This design comes from an exercise in tuning for small area on the open sky130 flow, not from production work.
Function was checked by simulation only, so behaviour that the tests miss may differ from the original.
Power figures rest on the tool's default switching activity, not on a simulated workload.

==> flow/design.v <==
`timescale 1ns/1ps
module fsmc_regs_top (
    input  logic                      clk,
    input  logic                      rst_n,
    input  logic                      nadv,
    input  logic                      nwe,
    input  logic                      noe,
    input  logic [18-1:0] ad_bus,
    output logic [18-1:0] ad_drive,
    output logic                      ad_drive_en
);
    localparam int dw    = 16;
    localparam int len   = 7;        
    localparam int rings = 10;
    logic          nadv_s, nwe_s;    
    logic [3:0]    noe_hist;         
    logic          en_q;
    logic [2:0]    phase;            
    logic          fb, last;
    logic          clr;              
    logic [5:0]    addr_q;           
    logic [5:0]    waddr_q;          
    logic [dw-1:0] wdata_q;          
    logic          wpend;
    logic [dw-1:0] rdata_q;
    logic          wr_end;
    logic          wsel;             
    logic [rings-1:0] we;            
    logic [dw-1:0] tap [rings];
    logic [dw-1:0] head [rings];     
    logic [dw-1:0] rword;
    logic [rings-1:0] rsel;
    logic [2:0]    phase_p;          
    logic          en_d, ok, hold;
    always_ff @(posedge clk or negedge rst_n) begin
        if (!rst_n) begin
            nadv_s   <= 1'b1;
            nwe_s    <= 1'b1;
            noe_hist <= '0;
            en_q     <= 1'b0;
        end else begin
            nadv_s   <= nadv;
            nwe_s    <= nwe;
            noe_hist <= {noe_hist[2:0], ~noe};
            en_q     <= en_d;
        end
    end
    always_ff @(posedge clk) begin
        if (!nadv)
            addr_q <= {ad_bus[17:16], ad_bus[3:0]};
    end
    fsmc_xnor2 ph_fb   (.a (phase[2]), .b (phase[1]), .y (fb));
    fsmc_nor3b ph_last (.a (phase[1]), .b (phase[0]), .c_n (phase[2]), .y (last));
    always_ff @(posedge clk or negedge rst_n) begin
        if (!rst_n) begin
            phase <= '0;
            clr   <= 1'b1;
        end else begin
            phase <= {phase[1:0], fb};
            if (last)
                clr <= 1'b0;
        end
    end
    assign wr_end = nwe && !nwe_s;
    fsmc_write_sel write_sel_i (
        .k     (waddr_q),
        .ph    (phase),
        .wpend (wpend),
        .clr   (clr),
        .wsel  (wsel),
        .we    (we)
    );
    always_ff @(posedge clk) begin
        if (wr_end)
            waddr_q <= addr_q;
    end
    always_ff @(posedge clk or negedge rst_n) begin
        if (!rst_n) begin
            wdata_q <= '0;    
            wpend   <= 1'b0;
        end else begin
            if (wr_end)
                wdata_q <= ad_bus[dw-1:0];
            wpend <= wr_end || (wpend && !wsel);
        end
    end
    for (genvar r = 0; r < rings; r++) begin : g_ring
        localparam int n = (r == rings - 1) ? 1 : len;
        logic [n*dw-1:0] q;
        assign tap[r]  = we[r] ? wdata_q : q[n*dw-1 -: dw];
        assign head[r] = q[dw-1:0];
        always_ff @(posedge clk) begin
            if (n == 1)
                q <= tap[r];
            else
                q <= {q[n*dw-dw-1:0], tap[r]};
        end
    end
    fsmc_xnor2 ph_prev (.a (phase[0]), .b (phase[2]), .y (phase_p[2]));
    assign phase_p[1:0] = phase[2:1];
    assign en_d = |noe_hist[3:1];
    assign ok   = !(en_d && !nadv_s);
    fsmc_read_sel read_sel_i (
        .k    (addr_q),
        .ph   (phase_p),
        .ok   (ok),
        .hold (hold),
        .sel  (rsel)
    );
    fsmc_word_mux word_mux_i (
        .sel   (rsel),
        .words ({head[9], head[8], head[7], head[6], head[5], head[4], head[3], head[2], head[1], head[0]}),
        .hold  (hold),
        .held  (rdata_q),
        .word  (rword)
    );
    always_ff @(posedge clk) begin
        rdata_q <= rword;
    end
    assign ad_drive    = {2'b00, rdata_q};
    assign ad_drive_en = en_q;
endmodule
module fsmc_tap_hit (
    input  logic [5:0] k,
    input  logic [2:0] ph,
    output logic       hit,
    output logic       lo7,
    output logic       hi7
);
    logic [2:0] pos, x;
    logic       eq, k63;
    fsmc_and3 a_lo (.a (k[0]), .b (k[1]), .c (k[2]), .y (lo7));
    fsmc_and3 a_hi (.a (k[3]), .b (k[4]), .c (k[5]), .y (hi7));
    for (genvar i = 0; i < 3; i++) begin : g_b
        fsmc_mux2  m (.s (lo7), .a0 (k[i]), .a1 (k[3+i]), .y (pos[i]));
        fsmc_xnor2 e (.a (ph[i]), .b (pos[i]), .y (x[i]));
    end
    fsmc_and3 a_eq  (.a (x[0]), .b (x[1]), .c (x[2]), .y (eq));
    fsmc_and2 a_63  (.a (lo7), .b (hi7), .y (k63));
    fsmc_or2  o_hit (.a (eq), .b (k63), .y (hit));
endmodule
module fsmc_read_sel (
    input  logic [5:0] k,
    input  logic [2:0] ph,
    input  logic       ok,
    output logic       hold,
    output logic [9:0] sel
);
    logic       hit, lo7, hi7, cap, nlo7, lo7x;
    logic [2:0] hn;
    fsmc_tap_hit th (.k (k), .ph (ph), .hit (hit), .lo7 (lo7), .hi7 (hi7));
    fsmc_and2  a_cap  (.a (hit), .b (ok), .y (cap));
    fsmc_nand2 n_hold (.a (hit), .b (ok), .y (hold));
    fsmc_nand3 n_lo7  (.a (k[0]), .b (k[1]), .c (k[2]), .y (nlo7));
    fsmc_nand2 n_lo7x (.a (nlo7), .b (cap), .y (lo7x));    
    for (genvar i = 0; i < 3; i++) begin : g_n
        fsmc_inv n (.a (k[3+i]), .y (hn[i]));
    end
    for (genvar r = 0; r < 8; r++) begin : g_r
        fsmc_nor4 d (
            .a (lo7x),
            .b (r[0] ? hn[0] : k[3]),
            .c (r[1] ? hn[1] : k[4]),
            .d (r[2] ? hn[2] : k[5]),
            .y (sel[r])
        );
    end
    fsmc_and3b a8 (.a_n (hi7), .b (lo7), .c (cap), .y (sel[8]));
    fsmc_and3  a9 (.a (hi7), .b (lo7), .c (cap), .y (sel[9]));
endmodule
module fsmc_write_sel (
    input  logic [5:0] k,
    input  logic [2:0] ph,
    input  logic       wpend,
    input  logic       clr,
    output logic       wsel,
    output logic [9:0] we
);
    logic       hit, lo7, hi7, g, g8, g9;
    logic [2:0] hn;
    fsmc_tap_hit th (.k (k), .ph (ph), .hit (hit), .lo7 (lo7), .hi7 (hi7));
    fsmc_and2  a_w (.a (wpend), .b (hit), .y (wsel));
    fsmc_and2b a_g (.a_n (lo7), .b (wsel), .y (g));
    for (genvar i = 0; i < 3; i++) begin : g_n
        fsmc_inv n (.a (k[3+i]), .y (hn[i]));
    end
    for (genvar r = 0; r < 8; r++) begin : g_r
        fsmc_a41o d (
            .a1 (g),
            .a2 (r[0] ? k[3] : hn[0]),
            .a3 (r[1] ? k[4] : hn[1]),
            .a4 (r[2] ? k[5] : hn[2]),
            .b1 (clr),
            .x  (we[r])
        );
    end
    fsmc_and3b a_8 (.a_n (hi7), .b (lo7), .c (wsel), .y (g8));
    fsmc_or2   o_8 (.a (g8), .b (clr), .y (we[8]));
    fsmc_a31o  o_9 (.a1 (wsel), .a2 (lo7), .a3 (hi7), .b1 (clr), .x (we[9]));
endmodule
module fsmc_inv   (input logic a, output logic y); assign y = !a; endmodule
module fsmc_and2  (input logic a, b, output logic y); assign y = a && b; endmodule
module fsmc_nand2 (input logic a, b, output logic y); assign y = !(a && b); endmodule
module fsmc_nand3 (input logic a, b, c, output logic y); assign y = !(a && b && c); endmodule
module fsmc_nand4 (input logic a, b, c, d, output logic y); assign y = !(a && b && c && d); endmodule
module fsmc_and2b (input logic a_n, b, output logic y); assign y = !a_n && b; endmodule
module fsmc_or2   (input logic a, b, output logic y); assign y = a || b; endmodule
module fsmc_and3  (input logic a, b, c, output logic y); assign y = a && b && c; endmodule
module fsmc_and3b (input logic a_n, b, c, output logic y); assign y = !a_n && b && c; endmodule
module fsmc_nor4  (input logic a, b, c, d, output logic y); assign y = !(a || b || c || d); endmodule
module fsmc_xnor2 (input logic a, b, output logic y); assign y = a == b; endmodule
module fsmc_nor3b (input logic a, b, c_n, output logic y); assign y = !a && !b && c_n; endmodule
module fsmc_mux2  (input logic s, a0, a1, output logic y); assign y = s ? a1 : a0; endmodule
module fsmc_a41o  (input logic a1, a2, a3, a4, b1, output logic x); assign x = (a1 && a2 && a3 && a4) || b1; endmodule
module fsmc_a31o  (input logic a1, a2, a3, b1, output logic x); assign x = (a1 && a2 && a3) || b1; endmodule
module fsmc_word_mux (
    input  logic [9:0]       sel,
    input  logic [10*16-1:0] words,
    input  logic             hold,
    input  logic [15:0]      held,
    output logic [15:0]      word
);
    for (genvar i = 0; i < 16; i++) begin : g_bit
        logic [3:0] g;
        for (genvar j = 0; j < 3; j++) begin : g_grp
            fsmc_aoi222 aoi (
                .a1 (sel[3*j]),   .a2 (words[(3*j)*16 + i]),
                .b1 (sel[3*j+1]), .b2 (words[(3*j+1)*16 + i]),
                .c1 (sel[3*j+2]), .c2 (words[(3*j+2)*16 + i]),
                .y  (g[j])
            );
        end
        fsmc_aoi22 aoi_h (
            .a1 (sel[9]), .a2 (words[9*16 + i]),
            .b1 (hold),   .b2 (held[i]),
            .y  (g[3])
        );
        fsmc_nand4 fin (.a (g[0]), .b (g[1]), .c (g[2]), .d (g[3]), .y (word[i]));
    end
endmodule
module fsmc_aoi222 (
    input  logic a1, a2, b1, b2, c1, c2,
    output logic y
);
    assign y = !((a1 && a2) || (b1 && b2) || (c1 && c2));
endmodule
module fsmc_aoi22 (
    input  logic a1, a2, b1, b2,
    output logic y
);
    assign y = !((a1 && a2) || (b1 && b2));
endmodule
==> flow/flow/run.sh <==
#!/bin/bash
# The standard layout (standard.sh) with three changes:
#  - synthesis and repair may use only drive strength 1 logic cells (buffers, inverters,
#    flip-flops and clock cells are not restricted): extra_dont_use.txt is added to the
#    platform's don't-use list
#  - ports are buffered with buf_1
#  - clock tree: clkbuf_8 leaf clusters of up to 21 sinks within 80 um, no dummy loads
set -euo pipefail
PLAT=$(make -s -C "$FLOW_HOME" DESIGN_CONFIG="$FLOW_CONFIG" WORK_HOME="$PWD/orfs" print-DONT_USE_CELLS 2>/dev/null | sed -n 's/^DONT_USE_CELLS: //p')
export DU="$PLAT $(cat flow/extra_dont_use.txt)"
export BUFFER_PORTS_ARGS="-buffer_cell sky130_fd_sc_hd__buf_1"
export CTS_ARGS="-sink_clustering_enable -repair_clock_nets -sink_clustering_size 21 -sink_clustering_max_diameter 60 -buf_list sky130_fd_sc_hd__clkbuf_8 -dont_use_dummy_load"
sed 's|"\${@:-finish}"|"DONT_USE_CELLS=$DU" "${@:-finish}"|' standard.sh > standard_du.sh
grep -q 'DONT_USE_CELLS=\$DU' standard_du.sh
echo "$DU" > dont_use.log
bash standard_du.sh > standard.log 2>&1
==> flow/flow/extra_dont_use.txt <==
sky130_fd_sc_hd__a2111o_2 sky130_fd_sc_hd__a2111o_4 sky130_fd_sc_hd__a2111oi_2 sky130_fd_sc_hd__a2111oi_4 sky130_fd_sc_hd__a211o_2 sky130_fd_sc_hd__a211o_4 sky130_fd_sc_hd__a211oi_2 sky130_fd_sc_hd__a211oi_4 sky130_fd_sc_hd__a21bo_2 sky130_fd_sc_hd__a21bo_4 sky130_fd_sc_hd__a21boi_2 sky130_fd_sc_hd__a21boi_4 sky130_fd_sc_hd__a21o_2 sky130_fd_sc_hd__a21o_4 sky130_fd_sc_hd__a21oi_2 sky130_fd_sc_hd__a21oi_4 sky130_fd_sc_hd__a221o_2 sky130_fd_sc_hd__a221o_4 sky130_fd_sc_hd__a221oi_2 sky130_fd_sc_hd__a221oi_4 sky130_fd_sc_hd__a22o_2 sky130_fd_sc_hd__a22o_4 sky130_fd_sc_hd__a22oi_2 sky130_fd_sc_hd__a22oi_4 sky130_fd_sc_hd__a2bb2o_2 sky130_fd_sc_hd__a2bb2o_4 sky130_fd_sc_hd__a2bb2oi_2 sky130_fd_sc_hd__a2bb2oi_4 sky130_fd_sc_hd__a311o_2 sky130_fd_sc_hd__a311o_4 sky130_fd_sc_hd__a311oi_2 sky130_fd_sc_hd__a311oi_4 sky130_fd_sc_hd__a31o_2 sky130_fd_sc_hd__a31o_4 sky130_fd_sc_hd__a31oi_2 sky130_fd_sc_hd__a31oi_4 sky130_fd_sc_hd__a32o_2 sky130_fd_sc_hd__a32o_4 sky130_fd_sc_hd__a32oi_2 sky130_fd_sc_hd__a32oi_4 sky130_fd_sc_hd__a41o_2 sky130_fd_sc_hd__a41o_4 sky130_fd_sc_hd__a41oi_2 sky130_fd_sc_hd__a41oi_4 sky130_fd_sc_hd__and2_2 sky130_fd_sc_hd__and2_4 sky130_fd_sc_hd__and2b_2 sky130_fd_sc_hd__and2b_4 sky130_fd_sc_hd__and3_2 sky130_fd_sc_hd__and3_4 sky130_fd_sc_hd__and3b_2 sky130_fd_sc_hd__and3b_4 sky130_fd_sc_hd__and4_2 sky130_fd_sc_hd__and4_4 sky130_fd_sc_hd__and4b_2 sky130_fd_sc_hd__and4b_4 sky130_fd_sc_hd__and4bb_2 sky130_fd_sc_hd__and4bb_4 sky130_fd_sc_hd__fa_2 sky130_fd_sc_hd__fa_4 sky130_fd_sc_hd__ha_2 sky130_fd_sc_hd__ha_4 sky130_fd_sc_hd__maj3_2 sky130_fd_sc_hd__maj3_4 sky130_fd_sc_hd__mux2_2 sky130_fd_sc_hd__mux2_4 sky130_fd_sc_hd__mux2_8 sky130_fd_sc_hd__mux2i_2 sky130_fd_sc_hd__mux2i_4 sky130_fd_sc_hd__mux4_2 sky130_fd_sc_hd__mux4_4 sky130_fd_sc_hd__nand2_2 sky130_fd_sc_hd__nand2_4 sky130_fd_sc_hd__nand2_8 sky130_fd_sc_hd__nand2b_2 sky130_fd_sc_hd__nand2b_4 sky130_fd_sc_hd__nand3_2 sky130_fd_sc_hd__nand3_4 sky130_fd_sc_hd__nand3b_2 sky130_fd_sc_hd__nand3b_4 sky130_fd_sc_hd__nand4_2 sky130_fd_sc_hd__nand4_4 sky130_fd_sc_hd__nand4b_2 sky130_fd_sc_hd__nand4b_4 sky130_fd_sc_hd__nand4bb_2 sky130_fd_sc_hd__nand4bb_4 sky130_fd_sc_hd__nor2_2 sky130_fd_sc_hd__nor2_4 sky130_fd_sc_hd__nor2_8 sky130_fd_sc_hd__nor2b_2 sky130_fd_sc_hd__nor2b_4 sky130_fd_sc_hd__nor3_2 sky130_fd_sc_hd__nor3_4 sky130_fd_sc_hd__nor3b_2 sky130_fd_sc_hd__nor3b_4 sky130_fd_sc_hd__nor4_2 sky130_fd_sc_hd__nor4_4 sky130_fd_sc_hd__nor4b_2 sky130_fd_sc_hd__nor4b_4 sky130_fd_sc_hd__nor4bb_2 sky130_fd_sc_hd__nor4bb_4 sky130_fd_sc_hd__o2111a_2 sky130_fd_sc_hd__o2111a_4 sky130_fd_sc_hd__o2111ai_2 sky130_fd_sc_hd__o2111ai_4 sky130_fd_sc_hd__o211a_2 sky130_fd_sc_hd__o211a_4 sky130_fd_sc_hd__o211ai_2 sky130_fd_sc_hd__o211ai_4 sky130_fd_sc_hd__o21a_2 sky130_fd_sc_hd__o21a_4 sky130_fd_sc_hd__o21ai_2 sky130_fd_sc_hd__o21ai_4 sky130_fd_sc_hd__o21ba_2 sky130_fd_sc_hd__o21ba_4 sky130_fd_sc_hd__o21bai_2 sky130_fd_sc_hd__o21bai_4 sky130_fd_sc_hd__o221a_2 sky130_fd_sc_hd__o221a_4 sky130_fd_sc_hd__o221ai_2 sky130_fd_sc_hd__o221ai_4 sky130_fd_sc_hd__o22a_2 sky130_fd_sc_hd__o22a_4 sky130_fd_sc_hd__o22ai_2 sky130_fd_sc_hd__o22ai_4 sky130_fd_sc_hd__o2bb2a_2 sky130_fd_sc_hd__o2bb2a_4 sky130_fd_sc_hd__o2bb2ai_2 sky130_fd_sc_hd__o2bb2ai_4 sky130_fd_sc_hd__o311a_2 sky130_fd_sc_hd__o311a_4 sky130_fd_sc_hd__o311ai_2 sky130_fd_sc_hd__o311ai_4 sky130_fd_sc_hd__o31a_2 sky130_fd_sc_hd__o31a_4 sky130_fd_sc_hd__o31ai_2 sky130_fd_sc_hd__o31ai_4 sky130_fd_sc_hd__o32a_2 sky130_fd_sc_hd__o32a_4 sky130_fd_sc_hd__o32ai_2 sky130_fd_sc_hd__o32ai_4 sky130_fd_sc_hd__o41a_2 sky130_fd_sc_hd__o41a_4 sky130_fd_sc_hd__o41ai_2 sky130_fd_sc_hd__o41ai_4 sky130_fd_sc_hd__or2_2 sky130_fd_sc_hd__or2_4 sky130_fd_sc_hd__or2b_2 sky130_fd_sc_hd__or2b_4 sky130_fd_sc_hd__or3_2 sky130_fd_sc_hd__or3_4 sky130_fd_sc_hd__or3b_2 sky130_fd_sc_hd__or3b_4 sky130_fd_sc_hd__or4_2 sky130_fd_sc_hd__or4_4 sky130_fd_sc_hd__or4b_2 sky130_fd_sc_hd__or4b_4 sky130_fd_sc_hd__or4bb_2 sky130_fd_sc_hd__or4bb_4 sky130_fd_sc_hd__sedfxbp_2 sky130_fd_sc_hd__sedfxtp_2 sky130_fd_sc_hd__sedfxtp_4 sky130_fd_sc_hd__xnor2_2 sky130_fd_sc_hd__xnor2_4 sky130_fd_sc_hd__xnor3_2 sky130_fd_sc_hd__xnor3_4 sky130_fd_sc_hd__xor2_2 sky130_fd_sc_hd__xor2_4 sky130_fd_sc_hd__xor3_2 sky130_fd_sc_hd__xor3_4
==> flow/standard.sh <==
#!/bin/bash
# synth_recipe.tcl (not shown) runs the flow's synth.tcl, then flattens the netlist and writes it again
# the make line also repeats each setting of config.mk as NAME=value (left out here)
make -C /OpenROAD-flow-scripts/flow DESIGN_CONFIG=/design/flow/config.mk WORK_HOME=/design/flow/orfs CLKGATE_MAP_FILE= SYNTH_SCRIPT=/design/flow/synth_recipe.tcl "${@:-finish}"
==> flow/config.mk <==
export PLATFORM = sky130hd
export DESIGN_NAME = fsmc_regs_top
export DESIGN_NICKNAME = fsmc_regs_top
export VERILOG_FILES = /design/flow/design.v
export SDC_FILE = /design/flow/constraint.sdc
export NUM_CORES = 4
export LEC_CHECK = 0
export CAP_MARGIN = 20
export CORE_MARGIN = 2
export CORE_UTILIZATION = 75
export SLEW_MARGIN = 20
export SYNTH_HIERARCHICAL = 1
==> flow/constraint.sdc <==
create_clock -name core_clock -period 5.0 [get_ports {clk}]
set_input_delay 1.0000 -clock core_clock [delete_from_list [all_inputs] [get_ports {clk}]]
set_output_delay 1.0000 -clock core_clock [all_outputs]
set_load 0.01 [all_outputs]
==> reports/qor.txt, run 1 <==
DRT iter0 DRCs: 976
pre-CTS setup slack: 1.48 ns
fin crit share: 0.720
total CTS buffers: 57
FMAX: 278 MHz
drt drc: 0
CTS resizes: 0
area grow syn2layout: 5.90%
Initial Util: 0.756
Clock Path Buffers: 3
cts hold-fix bufs: 0
post-synthesis mux area share: 0.0741
IO buf count: 39
largest net degree at the start of global routing: 29
CTS tree: done
flops & latches, synth: 1,080
GRT overflow: 0
fillers: 1,815
final total power: 12.7 mW
average size of a mapped cell: 17.7 µm²
# diodes: 0
share of cells above drive strength 1: 0.0564
final std cells w/o fill: 1,956
io pins: 42
DPL Wire Length: 25,000 µm
max_slew headroom: 0.261
post-synthesis cell type count: 31
critical path startpoint category: flip-flop
CP Buf/Inv Count: 1
first-pass GRT wire length: 61,300 µm
worst vdd ir: 0.418 mV
unrepaired setup endpoints after global routing: false
vias: 10,500
worst hold path class: flip-flop to flip-flop
crit path cell chain: and3_1 -> mux2_1 -> xnor2_1 -> and3_1 -> or2_1 -> and2_1 -> nor2b_1 -> a41o_1 -> buf_4 -> mux2_1
Slew @ Worst Pin: 1.11 ns
postcts setup bufs: 0
synthesized instance count: 1,425
Total GRT Usage: 0.237
fin nets: 1,533
sequential area share after synthesis: 0.874
Final Hold Viols: 0
final wirelength: 41,200 µm
max incr delay on CP: 0.71 ns
most common cell after layout, fill and taps aside: dfxtp_1
CP Data Arrival Time: 4.14 ns
Final ANT Viol Nets: 0
clk sinks: 1,080
die width: 187 µm
synthesized area: 25,200 µm²
row count: 67
Setup violations, final: 0
placed instance count: 1,898
Pins Over Slew Limit: 0
Core ar.: 33,400 µm²
detail-routed via count per cell: 5.36
Final Critical Period: 3.60 ns
commonest cells after routing, fill and taps aside: dfxtp_1, mux2_1, clkbuf_8
Fin Hold WS: 0.285 ns
outcome: no timing/DRC/antenna violations
Post-Synth Simple-Gate Area: 0.0122
sum of negative setup slack: 0 ns
largest family of logic cells by synthesized area: multiplexers
max cap viols: 0
Final WS setup: 1.40 ns
H-tree levels: 2
crit path max fanout: 9
routed len/inst: 21.0 µm
Root Buffer: clkbuf_8
post-synthesis adder-cell area fraction: 0
kind of critical path: flip-flop to flip-flop
worst endpoint required time: 5.54 ns
Synth Warn #: 9
area used by multi-input combinational logic: 2950 µm²
xor-xnor portion of the synthesized cell area: 0.00278
initial antenna violation count: 0
vias in the first global route: 10,400
die area: 35,100 µm²
GPL Wtd Cong: 0.768
worst skew pair latency: 0.66 ns
PwrDens: 476 nW/µm²
Die H: 187 µm
CP max stage cell: a41o_1
CP top delay family: simple AND/OR/NAND/NOR gates
Compound-Gate Fraction of Synth Area: 0.0276
DR pass1 iterations: 6
Seq. cell area: 22,000 µm²
Clock Skew: 0.0417 ns
Leak: 10.9 nW
Crit. End Element: flip-flop
clock-pin slew on the worst setup and hold paths: 0.12 ns
[worst reg2reg max path, stage by stage (launching register included)]
cell and delay (ns):
edfxtp_1 0.35, and3_1 0.29, mux2_1 0.37, xnor2_1 0.18, and3_1 0.16, or2_1 0.08, and2_1 0.16, nor2b_1 0.46
a41o_1 0.71, buf_4 0.36, mux2_1 0.35
[Yosys stat by module, one instance, submodules excluded, excerpt]
module / area [µm²] / copies in the design
fsmc_inv: 3.75 / 6
fsmc_and3b: 8.76 / 2
fsmc_aoi22: 7.51 / 16
fsmc_and3: 6.26 / 7
fsmc_nand2: 3.75 / 2
fsmc_and2: 6.26 / 4
fsmc_nor3b: 7.51 / 1
fsmc_aoi222: 10.0 / 48
fsmc_a31o: 8.76 / 1
fsmc_regs_top: 24100 / 1
fsmc_mux2: 11.3 / 6
fsmc_a41o: 10.0 / 8
fsmc_nor4: 6.26 / 8
fsmc_xnor2: 8.76 / 8
fsmc_and2b: 6.26 / 1
[sequential cells by signal, indices dropped and copies added, names as in the netlist]
signal and count:
en_q 1, nwe_s 1, wpend 1, rdata_q 16
noe_hist 4, addr_q 6, g_ring.q 1024, waddr_q 6
nadv_s 1, phase 3, clr 1, wdata_q 16
[cells by family after synthesis]
logic type                count (synthesis)
DFF                                    1080
xor gates and xnor gates                  8
muxes                                   166
AOI/OAI and AO/OA                        74
buffers and inverters                    47
other                                     1
and+or+nand+nor                          49
[layout make-up]
type	instances	area share
Multi-Input combinational cell	299	0.110
Timing Repair Buffer	63	0.0126
Inverter	9	0.00126
Tap cell	448	0.0210
Sequential cell	1080	0.825
Clock buffer	57	0.0294
[metrics by stage]
step	cell area (µm²)	utilization
2_1_floorplan	25200	-
3_3_place_gp	25900	0.777
3_5_place_dp	25900	0.777
4_1_cts	26700	0.800
5_1_grt	26700	0.801
6_report	26700	0.801
[cell usage after synthesis]
library cell  instances  area [µm²]
a222oi_1             48         480
inv_1                 9        33.8
buf_4                 2        15.0
a22oi_1              16         120
nand4_1              16         100
nor4_1                8        50.1
dfrtp_1              25         626
conb_1                1        3.75
nor3b_1               1        7.51
a31o_1                1        8.76
nand2_1               2        7.51
and2_1                4        25.0
xnor2_1               8        70.1
buf_6                 1        11.3
buf_2                18        90.1
and3_1                7        43.8
buf_12                1        20.0
or2_1                 3        18.8
mux2_1              166        1870
nor2b_1               3        18.8
dfxtp_1            1024       20500
clkbuf_1              8        30.0
dfstp_2               3        78.8
edfxtp_1             28         841
nand2b_1              1        6.26
buf_1                 8        30.0
and3b_1               2        17.5
a41o_1                8        80.1
nand3_1               1        5.00
or3_1                 1        6.26
a21o_1                1        7.51
[path summary, 6_finish.rpt]
path / from / cells after the start / slack, ns / endpoint
max: waddr_q[1] / 10 / 1.40 / g_ring[5].q[3]
min: g_ring[1].q[47] / 0 / 0.29 / g_ring[1].q[63]
max reg2reg: waddr_q[1] / 10 / 1.40 / g_ring[5].q[3]
min reg2reg: g_ring[1].q[47] / 0 / 0.29 / g_ring[1].q[63]
max in group asynchronous: rst_n / 1 / 3.99 / wdata_q[6]
min in group asynchronous: rst_n / 1 / 0.44 / wdata_q[15]
[layer usage]
layer	vias up	share of wire	track usage
met5	-	0	0
met4	0	0.022	0.0624
met3	70	0.049	0.0409
met2	255	0.43	0.354
met1	5212	0.50	0.367
li1	4944	-	-
[power by group]
part	internal [mW]	leakage [nW]	switching, mW
registers	9.04	8.88	0.205
clock network	1.03	0.410	2.27
logic	0.0756	1.59	0.0871
total	10.1	10.9	2.56
==> inputs of run 2 (changes only) <==
--- a/flow/flow/run.sh
+++ b/flow/flow/run.sh
@@ -6,3 +6,3 @@
 #  - ports are buffered with buf_1
-#  - clock tree: clkbuf_8 leaf clusters of up to 21 sinks within 80 um, no dummy loads
+#  - clock tree: clkbuf_8 leaf clusters of up to 20 sinks within 100 um, no dummy loads
 set -euo pipefail
@@ -11,3 +11,3 @@
 export BUFFER_PORTS_ARGS="-buffer_cell sky130_fd_sc_hd__buf_1"
-export CTS_ARGS="-sink_clustering_enable -repair_clock_nets -sink_clustering_size 21 -sink_clustering_max_diameter 60 -buf_list sky130_fd_sc_hd__clkbuf_8 -dont_use_dummy_load"
+export CTS_ARGS="-sink_clustering_enable -repair_clock_nets -sink_clustering_size 20 -sink_clustering_max_diameter 100 -buf_list sky130_fd_sc_hd__clkbuf_8 -dont_use_dummy_load"
 sed 's|"\${@:-finish}"|"DONT_USE_CELLS=$DU" "${@:-finish}"|' standard.sh > standard_du.sh
==> flow/flow/extra_dont_use.txt (replaced) <==
sky130_fd_sc_hd__a2111o_4 sky130_fd_sc_hd__a2111oi_4 sky130_fd_sc_hd__a211o_4 sky130_fd_sc_hd__a211oi_4 sky130_fd_sc_hd__a21bo_4 sky130_fd_sc_hd__a21boi_4 sky130_fd_sc_hd__a21o_4 sky130_fd_sc_hd__a21oi_4 sky130_fd_sc_hd__a221o_4 sky130_fd_sc_hd__a221oi_4 sky130_fd_sc_hd__a22o_4 sky130_fd_sc_hd__a22oi_4 sky130_fd_sc_hd__a2bb2o_4 sky130_fd_sc_hd__a2bb2oi_4 sky130_fd_sc_hd__a311o_4 sky130_fd_sc_hd__a311oi_4 sky130_fd_sc_hd__a31o_4 sky130_fd_sc_hd__a31oi_4 sky130_fd_sc_hd__a32o_4 sky130_fd_sc_hd__a32oi_4 sky130_fd_sc_hd__a41o_4 sky130_fd_sc_hd__a41oi_4 sky130_fd_sc_hd__and2_4 sky130_fd_sc_hd__and2b_4 sky130_fd_sc_hd__and3_4 sky130_fd_sc_hd__and3b_4 sky130_fd_sc_hd__and4_4 sky130_fd_sc_hd__and4b_4 sky130_fd_sc_hd__and4bb_4 sky130_fd_sc_hd__fa_4 sky130_fd_sc_hd__ha_4 sky130_fd_sc_hd__maj3_4 sky130_fd_sc_hd__mux2_4 sky130_fd_sc_hd__mux2_8 sky130_fd_sc_hd__mux2i_4 sky130_fd_sc_hd__mux4_4 sky130_fd_sc_hd__nand2_4 sky130_fd_sc_hd__nand2_8 sky130_fd_sc_hd__nand2b_4 sky130_fd_sc_hd__nand3_4 sky130_fd_sc_hd__nand3b_4 sky130_fd_sc_hd__nand4_4 sky130_fd_sc_hd__nand4b_4 sky130_fd_sc_hd__nand4bb_4 sky130_fd_sc_hd__nor2_4 sky130_fd_sc_hd__nor2_8 sky130_fd_sc_hd__nor2b_4 sky130_fd_sc_hd__nor3_4 sky130_fd_sc_hd__nor3b_4 sky130_fd_sc_hd__nor4_4 sky130_fd_sc_hd__nor4b_4 sky130_fd_sc_hd__nor4bb_4 sky130_fd_sc_hd__o2111a_4 sky130_fd_sc_hd__o2111ai_4 sky130_fd_sc_hd__o211a_4 sky130_fd_sc_hd__o211ai_4 sky130_fd_sc_hd__o21a_4 sky130_fd_sc_hd__o21ai_4 sky130_fd_sc_hd__o21ba_4 sky130_fd_sc_hd__o21bai_4 sky130_fd_sc_hd__o221a_4 sky130_fd_sc_hd__o221ai_4 sky130_fd_sc_hd__o22a_4 sky130_fd_sc_hd__o22ai_4 sky130_fd_sc_hd__o2bb2a_4 sky130_fd_sc_hd__o2bb2ai_4 sky130_fd_sc_hd__o311a_4 sky130_fd_sc_hd__o311ai_4 sky130_fd_sc_hd__o31a_4 sky130_fd_sc_hd__o31ai_4 sky130_fd_sc_hd__o32a_4 sky130_fd_sc_hd__o32ai_4 sky130_fd_sc_hd__o41a_4 sky130_fd_sc_hd__o41ai_4 sky130_fd_sc_hd__or2_4 sky130_fd_sc_hd__or2b_4 sky130_fd_sc_hd__or3_4 sky130_fd_sc_hd__or3b_4 sky130_fd_sc_hd__or4_4 sky130_fd_sc_hd__or4b_4 sky130_fd_sc_hd__or4bb_4 sky130_fd_sc_hd__sedfxtp_4 sky130_fd_sc_hd__xnor2_4 sky130_fd_sc_hd__xnor3_4 sky130_fd_sc_hd__xor2_4 sky130_fd_sc_hd__xor3_4 
==> run 2 against run 1 <==
Against the previous run:
- core utilization rose by 0.46 points
- routed wire length is 3.4% higher
- worst setup slack improved by 0.13 ns
- highest routed layer unchanged
- first-iteration DRC count fell by 25%
- largest power group unchanged
- combinational power is 12% higher
- global-route usage increased by 1.2 points
- clock skew grew 0.0032 ns
- still clean on timing, DRC and antenna
- sequential share of layout area decreased by 0.47 points
- via count decreased by 0.73%
- design area increased by 0.58%
- synthesized area increased by 0.30%
==> reports/qor.txt, run 2 <==
max incr delay on CP: 0.83 ns
launching point of the worst reg2reg path: waddr_q[2]
cell taking the most area after synthesis: dfxtp_1
Core ar.: 33,400 µm²
Final Critical Period: 3.47 ns
FMAX: 288 MHz
asr flop ratio synth: 0.0259
fin crit share: 0.693
Internal Pwr Total: 10.2 mW
clock-pin slew on the worst setup and hold paths: 0.12 ns
CP Buf/Inv Count: 1
Clock Path Buffers: 3
GRT overflow: 0
post-synthesis mux area share: 0.0739
Largest regs: g_ring.q: 1024 flops, rdata_q: 16 flops, wdata_q: 16 flops
Compound-Gate Fraction of Synth Area: 0.0307
most frequent CP cell: and3_1
worst vdd ir: 0.376 mV
synthesized instance count: 1,409
area grow syn2layout: 6.19%
H-tree levels: 2
io pins: 42
CP max stage cell: a41o_1
die area: 35,200 µm²
unrepaired setup endpoints after global routing: false
max_slew headroom: 0.244
average size of a mapped cell: 18.0 µm²
postcts setup bufs: 0
Synth Warn #: 9
Final WS setup: 1.53 ns
CTS resizes: 0
CTS tree: done
die width: 188 µm
most numerous cell in the Yosys netlist: dfxtp_1
detail-routed via count per cell: 5.32
post-synthesis cell type count: 30
vias in the first global route: 10,800
flops & latches, synth: 1,080
outcome: no timing/DRC/antenna violations
Die H: 188 µm
sequential power share: 0.724
most common cell after layout, fill and taps aside: dfxtp_1
sequential area share after synthesis: 0.871
Yosys top cell area share: 0.810
cts hold-fix bufs: 0
crit path max fanout: 13
Slew @ Worst Pin: 1.13 ns
Final Hold Viols: 0
fin nets: 1,534
vias: 10,400
xor-xnor portion of the synthesized cell area: 0.00277
WP depth: 10
largest net degree at the start of global routing: 29
Post-synth EDFFs: 28
Total GRT Usage: 0.250
Switching Fraction: 0.202
max FFs per register: 1,024
synthesized area: 25,300 µm²
max cap viols: 0
ranking of synthesized cells by area: dfxtp_1, mux2_2, edfxtp_1, dfrtp_1, a222oi_1
Final ANT Viol Nets: 0
DR pass1 iterations: 7
# diodes: 0
final wirelength: 42,600 µm
row count: 67
Min-Delay Startpoint: g_ring[5].q[61]
critical path startpoint category: flip-flop
worst endpoint required time: 5.55 ns
Root Buffer: clkbuf_8
post-synthesis adder-cell area fraction: 0
Initial Util: 0.758
Setup violations, final: 0
CP top delay family: simple AND/OR/NAND/NOR gates
Clock Skew: 0.0449 ns
CP startpoint: waddr_q[2]
sum of negative setup slack: 0 ns
drt drc: 0
first-pass GRT wire length: 64,600 µm
kind of critical path: flip-flop to flip-flop
Leak: 10.7 nW
R2R depth: 10
initial antenna violation count: 0
share of cells above drive strength 1: 0.177
commonest cells after routing, fill and taps aside: dfxtp_1, mux2_2, clkbuf_8
crit path cell chain: and3_1 -> mux2_1 -> xnor2_1 -> and3_1 -> or2_1 -> and2_1 -> nor2b_2 -> a41o_1 -> buf_4 -> mux2_2
Comb pwr share: 0.014
Synth top cells by count: dfxtp_1, mux2_2, a222oi_1
GPL Wtd Cong: 0.767
Sw Pwr: 2.59 mW
CP Data Arrival Time: 4.02 ns
hold path cells: 0
Post-Synth Simple-Gate Area: 0.0144
PwrDens: 476 nW/µm²
pre-CTS setup slack: 1.57 ns
total CTS buffers: 59
Pins Over Slew Limit: 0
worst skew pair latency: 0.69 ns
worst hold path class: flip-flop to flip-flop
top_reg_cell synth: dfxtp_1
routed len/inst: 21.8 µm
DPL Wire Length: 25,900 µm
Crit. End Element: flip-flop
largest family of logic cells by synthesized area: multiplexers
Clk pwr share: 0.262
Most flops, register: g_ring.q
clk sinks: 1,080
IO buf count: 39
DRT iter0 DRCs: 728
[run 2: cell types whose count changed after synthesis, moves of 3 or more]
cell / before / now
nor4_1: 8 / 0
buf_4: 2 / 5
clkbuf_1: 8 / 0
buf_2: 18 / 15
mux2_2: 0 / 152
nor4_2: 0 / 8
a22oi_2: 0 / 16
mux2_1: 166 / 14
buf_1: 8 / 0
a22oi_1: 16 / 0
[run 2: area by class of cell]
class | count | area, µm²
fill | 1782 | 6500
clock buffer | 59 | 812
sequential | 1080 | 22000
multi-input combinational | 299 | 3090
timing repair buffer | 62 | 320
tap | 448 | 561
inverter | 9 | 33.8
[run 2: metrics by stage]
| stage | hold WS (ns) | power (mW) | instance area [µm²] | util | instances |
|---|---|---|---|---|---|
| 6_report | 0.296 | 12.8 | 26900 | 0.805 | 1957 |
| 5_1_grt | 0.287 | 13.2 | 26900 | 0.805 | 1957 |
| 4_1_cts | 0.294 | 12.9 | 26900 | 0.805 | 1957 |
| 3_5_place_dp | 0.312 | 9.63 | 26100 | 0.781 | 1898 |
| 3_3_place_gp | 0.309 | 9.61 | 26100 | 0.781 | 1898 |
| 2_1_floorplan | 0.310 | 9.47 | 25300 | - | 1410 |
[run 2: routing by layer]
metal  up-vias  routed length [µm]  track usage  part of all wire
met5         -                   0            0                 0
li1       4936                   -            -                 -
met3       101                1990       0.0365             0.047
met4         0                1480       0.0987             0.035
met2       259               19900        0.404              0.47
met1      5109               19200        0.347              0.45
[run 2: final timing paths]
check | endpoint | slack, ns
min in group asynchronous | wdata_q[14] | 0.40
max in group asynchronous | wdata_q[2] | 4.08
min reg2reg | g_ring[5].q[77] | 0.30
max reg2reg | g_ring[0].q[1] | 1.53
min | g_ring[5].q[77] | 0.30
max | g_ring[0].q[1] | 1.53
[run 2: cell families after synthesis]
kind of cell           Yosys count
flip-flops                    1080
multiplexers                   166
AO/OA/AOI/OAI                   74
AND/OR/NAND/NOR                 49
buffers and inverters           31
XOR/XNOR                         8
other                            1
[run 2: power by group through the flow]
stage / registers [mW] / clock network, mW / logic (mW)
3_3_place_gp: 9.43 / 0 / 0.172
6_report: 9.26 / 3.35 / 0.183
5_1_grt: 9.30 / 3.68 / 0.199
2_1_floorplan: 9.34 / 0 / 0.122
3_5_place_dp: 9.45 / 0 / 0.182
4_1_cts: 9.26 / 3.41 / 0.184
[run 2: modules after synthesis (local to each module, per instance), a selection]
| module | times used | flops+latches | cell area (µm²) |
|---|---|---|---|
| fsmc_a31o | 1 | 0 | 8.76 |
| fsmc_or2 | 3 | 0 | 6.26 |
| fsmc_inv | 6 | 0 | 3.75 |
| fsmc_mux2 | 6 | 0 | 11.3 |
| fsmc_nand3 | 1 | 0 | 5.00 |
| fsmc_aoi22 | 16 | 0 | 12.5 |
| fsmc_regs_top | 1 | 1080 | 24000 |
| fsmc_nor4 | 8 | 0 | 12.5 |
| fsmc_a41o | 8 | 0 | 10.0 |

static timing again, ports no longer ideal:
The flow's constraints put no driver on any port. The routed layouts listed below were extracted and timed again, unchanged, in two steps.
Step 1 sets driving cells, clkbuf_16 on the clock port and buf_2 on the other inputs (assumed; they add their load-dependent delay and slew).
Step 2 adds t to the input delays and takes it off the output delays; t is the mean of the earliest and latest rising clock arrival at the registers after step 1. Input paths then give back, and output paths get back, about the clock's delay inside the block.
Three values: ideal, step 1, step 2; two values: the first two.
run | shift t [ns] | slack for setup (ns) | pins driven straight from the clock port
run 1 | 0.696 | 1.400 / 1.400 / 1.400 | 1
run 2 | 0.716 | 1.533 / 1.533 / 1.533 | 1
After both steps every run listed still meets setup and hold.
